Context: an optimization exercise on an open-source flow, tuned for small area. The choices shown serve that exercise and are no tape-out recipe.
Function was checked by simulation only, so behaviour that the tests miss may differ from the original.
Power and IR drop assume default switching activity. The clock port is modelled as an ideal driver; clocking choices that lean on that would not hold on a real chip.

==> flow/design.v (excerpt) <==
module add_round_key_pipe #(
  parameter int DATA_WIDTH = 128,
  parameter int NUM_KEYS   = 11,
  parameter int KEY_IDX_W  = 4
) (
  input  logic                  clk,
  input  logic                  rst,
  input  logic                  key_wr_en,
  input  logic [KEY_IDX_W-1:0]  key_wr_idx,
  input  logic [DATA_WIDTH-1:0] key_wr_data,
  input  logic                  key_clr,
  input  logic [DATA_WIDTH-1:0] data_in,
  input  logic [KEY_IDX_W-1:0]  data_in_idx,
  input  logic                  data_in_vld,
  output logic                  data_in_rdy,
  output logic [DATA_WIDTH-1:0] block_data_out,
  output logic                  block_data_out_vld,
  input  logic                  block_data_out_rdy,
  output logic                  block_data_out_err
);
export LEC_CHECK = 0
export CAP_MARGIN = 20
export CORE_MARGIN = 2
export CORE_UTILIZATION = 65
export PLACE_DENSITY = 0.85
export SLEW_MARGIN = 20
export SYNTH_HIERARCHICAL = 1
create_clock -name core_clock -period 4.0 [get_ports {clk}]
standard.sh (not shown) runs the stock make flow with config.mk's settings and CLKGATE_MAP_FILE= SYNTH_SCRIPT=/design/flow/synth_recipe.tcl, a recipe that flattens the netlist after the stock synthesis.
==> flow/flow/run.sh <==
#!/bin/bash
# The standard layout, with two changes: port buffers use the smallest buffer cell, and
# clock tree synthesis inserts no dummy loads. Each tool's output goes to a log of its own.
set -euo pipefail
bash standard.sh \
  BUFFER_PORTS_ARGS="-buffer_cell sky130_fd_sc_hd__buf_1" \
  CTS_ARGS="-sink_clustering_enable -repair_clock_nets -dont_use_dummy_load -sink_clustering_size 30 -sink_clustering_max_diameter 90" \
  finish > flow_make.log 2>&1
Then changed:
--- a/flow/flow/run.sh
+++ b/flow/flow/run.sh
@@ -5,4 +5,4 @@
 bash standard.sh \
   BUFFER_PORTS_ARGS="-buffer_cell sky130_fd_sc_hd__buf_1" \
-  CTS_ARGS="-sink_clustering_enable -repair_clock_nets -dont_use_dummy_load -sink_clustering_size 30 -sink_clustering_max_diameter 90" \
+  CTS_ARGS="-sink_clustering_enable -repair_clock_nets -dont_use_dummy_load -sink_clustering_size 25 -sink_clustering_max_diameter 80" \
   finish > flow_make.log 2>&1
Settings changed: CORE_UTILIZATION 65 to 75, PLACE_DENSITY 0.85 to not set.
Effect: Clock power is higher by 11%. Register-to-register slack improved by 0.10 ns. Fmax is lower by about 2.2%. Clock-buffer cell count is higher by 15. Hold slack improved by 0.0039 ns. Flip-flop and latch count stays the same.

---

== maple ==
add_round_key_pipe, a different RTL version from the one above (not shown whole).
Size in the first run: ~1500 flip-flops, roughly 400 I/O pins.
==> flow/design.v (excerpt) <==
module add_round_key_pipe #(
  parameter int DATA_WIDTH = 128,
  parameter int NUM_KEYS   = 11,
  parameter int KEY_IDX_W  = 4
) (
  input  logic                  clk,
  input  logic                  rst,
  input  logic                  key_wr_en,
  input  logic [KEY_IDX_W-1:0]  key_wr_idx,
  input  logic [DATA_WIDTH-1:0] key_wr_data,
  input  logic                  key_clr,
  input  logic [DATA_WIDTH-1:0] data_in,
  input  logic [KEY_IDX_W-1:0]  data_in_idx,
  input  logic                  data_in_vld,
  output logic                  data_in_rdy,
  output logic [DATA_WIDTH-1:0] block_data_out,
  output logic                  block_data_out_vld,
  input  logic                  block_data_out_rdy,
  output logic                  block_data_out_err
);
  logic [DATA_WIDTH-1:0] key_q [NUM_KEYS];
  logic [DATA_WIDTH-1:0] key_d [NUM_KEYS];
  logic [NUM_KEYS-1:0]   key_we;
  logic [NUM_KEYS-1:0]   key_vld_q;
  logic [DATA_WIDTH-1:0] out_q, out_d;
  logic                  vld_q;
  logic                  err_q;
  logic [11:0]           sel;
  logic                  hit;
  assign data_in_rdy = !vld_q || block_data_out_rdy;
  for (genvar i = 0; i < NUM_KEYS; i++) begin : g_key
    assign key_we[i] = key_wr_en && key_wr_idx == KEY_IDX_W'(i);
    ark_key_wmux #(.W(DATA_WIDTH)) u_wmux (
      .q(key_q[i]), .wd(key_wr_data), .en(key_we[i]), .en_n(!key_we[i]), .d(key_d[i])
    );
    assign sel[i] = data_in_rdy && data_in_idx == KEY_IDX_W'(i) && key_vld_q[i];
  end
  assign sel[11] = !data_in_rdy;
  assign hit = |sel[NUM_KEYS-1:0];
  for (genvar b = 0; b < DATA_WIDTH; b++) begin : g_bit
    logic [11:0] src;
    for (genvar i = 0; i < NUM_KEYS; i++) begin : g_src
      assign src[i] = key_q[i][b];
    end
    assign src[11] = out_q[b];
    ark_rbit u_rbit (.src(src), .sel(sel), .din(data_in[b]), .hit(hit), .dout(out_d[b]));
  end
  always_ff @(posedge clk) begin
    for (int i = 0; i < NUM_KEYS; i++) key_q[i] <= key_d[i];
    out_q <= out_d;
    if (data_in_rdy) err_q <= !hit;
  end
  always_ff @(posedge clk or posedge rst) begin
    if (rst) begin
      key_vld_q <= '0;
      vld_q     <= 1'b0;
    end else begin
      if (key_clr) key_vld_q <= '0;
  ...
make LEC_CHECK=0 CAP_MARGIN=20 CORE_MARGIN=2 CORE_UTILIZATION=65 SLEW_MARGIN=20 SYNTH_HIERARCHICAL=1 finish   # period 4.0 ns
run.sh (not shown) runs the stock make flow with config.mk's settings and CLKGATE_MAP_FILE= SYNTH_SCRIPT=/design/flow/synth_recipe.tcl, a recipe that flattens the netlist after the stock synthesis.
Stock flow here: none of the scripts above is used.
maple | status: complete | timing, DRC, antenna: pass
> inputs changed (maple -> yarrow)
Settings: CAP_MARGIN: 20 -> 0; SLEW_MARGIN: 20 -> 0.
==> flow/flow/run.sh (new file) <==
#!/bin/bash
# The standard layout, with two changes: port buffers use the smallest buffer cell, and
# clock tree synthesis inserts no dummy loads. Each tool's output goes to a log of its own.
set -euo pipefail
bash standard.sh \
  BUFFER_PORTS_ARGS="-buffer_cell sky130_fd_sc_hd__buf_1" \
  CTS_ARGS="-sink_clustering_enable -repair_clock_nets -dont_use_dummy_load -sink_clustering_size 24 -sink_clustering_max_diameter 80" \
  finish > flow_make.log 2>&1
==> flow/standard.sh (new file) <==
#!/bin/bash
# synth_recipe.tcl (not shown) runs the flow's synth.tcl, then flattens the netlist and writes it again
# the make line also repeats each setting of config.mk as NAME=value (left out here)
make -C /OpenROAD-flow-scripts/flow DESIGN_CONFIG=/design/flow/config.mk WORK_HOME=/design/flow/orfs CLKGATE_MAP_FILE= SYNTH_SCRIPT=/design/flow/synth_recipe.tcl "${@:-finish}"
removed: flow/run.sh
==> run summary <==
- yarrow: global-route usage over all layers lower than maple
- Compared yarrow vs maple, and number of design-rule violations left by the first detailed-router iteration is down in yarrow.
- Final clock period utilization by the worst path (yarrow over maple): decrease, 13 points
- In yarrow the slack of the critical path turned out 0.53 ns higher than in maple.
- maple consumes more power than yarrow.
- Diff maple -> yarrow: met3 wire length moved down; clock network fraction of design power went down by 13 points; switching power summed over all nets saw a decrease.
- Cell area | yarrow vs maple | yarrow smaller
- Critical path depth in yarrow vs maple: down 2
## Diff of input files: amber against yarrow
--- a/flow/flow/run.sh
+++ b/flow/flow/run.sh
@@ -5,4 +5,4 @@
 bash standard.sh \
   BUFFER_PORTS_ARGS="-buffer_cell sky130_fd_sc_hd__buf_1" \
-  CTS_ARGS="-sink_clustering_enable -repair_clock_nets -dont_use_dummy_load -sink_clustering_size 24 -sink_clustering_max_diameter 80" \
+  CTS_ARGS="-sink_clustering_enable -repair_clock_nets -dont_use_dummy_load -sink_clustering_size 30 -sink_clustering_max_diameter 100" \
   finish > flow_make.log 2>&1
[summary]
amber has total chip power below what yarrow had. Compare yarrow and amber | post-route cell area lower: amber. Per the comparison of amber with yarrow, later-pin clock latency in the skew report went up by 0.03 ns; setup slack after layout went down by 0.035 ns; flip-flop and latch count was more or less identical.
What raven does differently from amber at the input level:
Settings: CTS_CLUSTER_SIZE: unset -> 30; CAP_MARGIN: 0 -> 20; CTS_CLUSTER_DIAMETER: unset -> 100; SLEW_MARGIN: 0 -> 20.
==> comparison <==
- Total number of multi-input combinational cells delta (amber -> raven): insignificant
- From raven to amber, final design utilization did not move at all.
- Reported for amber and raven, area enclosed by the die boundary turned out identical to the last digit.

re-timing with driven ports:
In the flow no input, the clock included, has a driving cell. The finished layouts below were timed again as built, in two steps.
Step 1 (the two cells are an assumption about what drives the block):
set clk [get_ports {clk}]
set_driving_cell -lib_cell sky130_fd_sc_hd__clkbuf_16 $clk
set_driving_cell -lib_cell sky130_fd_sc_hd__buf_2 [delete_from_list [all_inputs] $clk]
Step 2, shift: input delay + t, output delay - t, t = (earliest + latest rising clock arrival at the registers) / 2. This alone moves slack from input paths to output paths.
Slacks: ideal / step 1 / step 2; pairs: ideal / step 1.
run	t, ns	setup slack, ns	pins driven straight from the clock port
the first run of note 1	0.744	0.897 / 0.925 / 0.192	1
the second run of note 1	0.716	0.827 / 0.755 / 0.579	1
maple	0.817	0.674 / 0.647 / 0.205	1
yarrow	0.704	1.202 / 1.127 / 0.613	1
amber	0.752	1.167 / 1.093 / 0.594	1
raven	0.752	1.167 / 1.093 / 0.594	1
After both steps setup and hold are still met in every run listed. For the first run of note 1, which loses most, drivers alone change the setup slack by +0.028 ns; drivers and shift together by -0.705 ns.
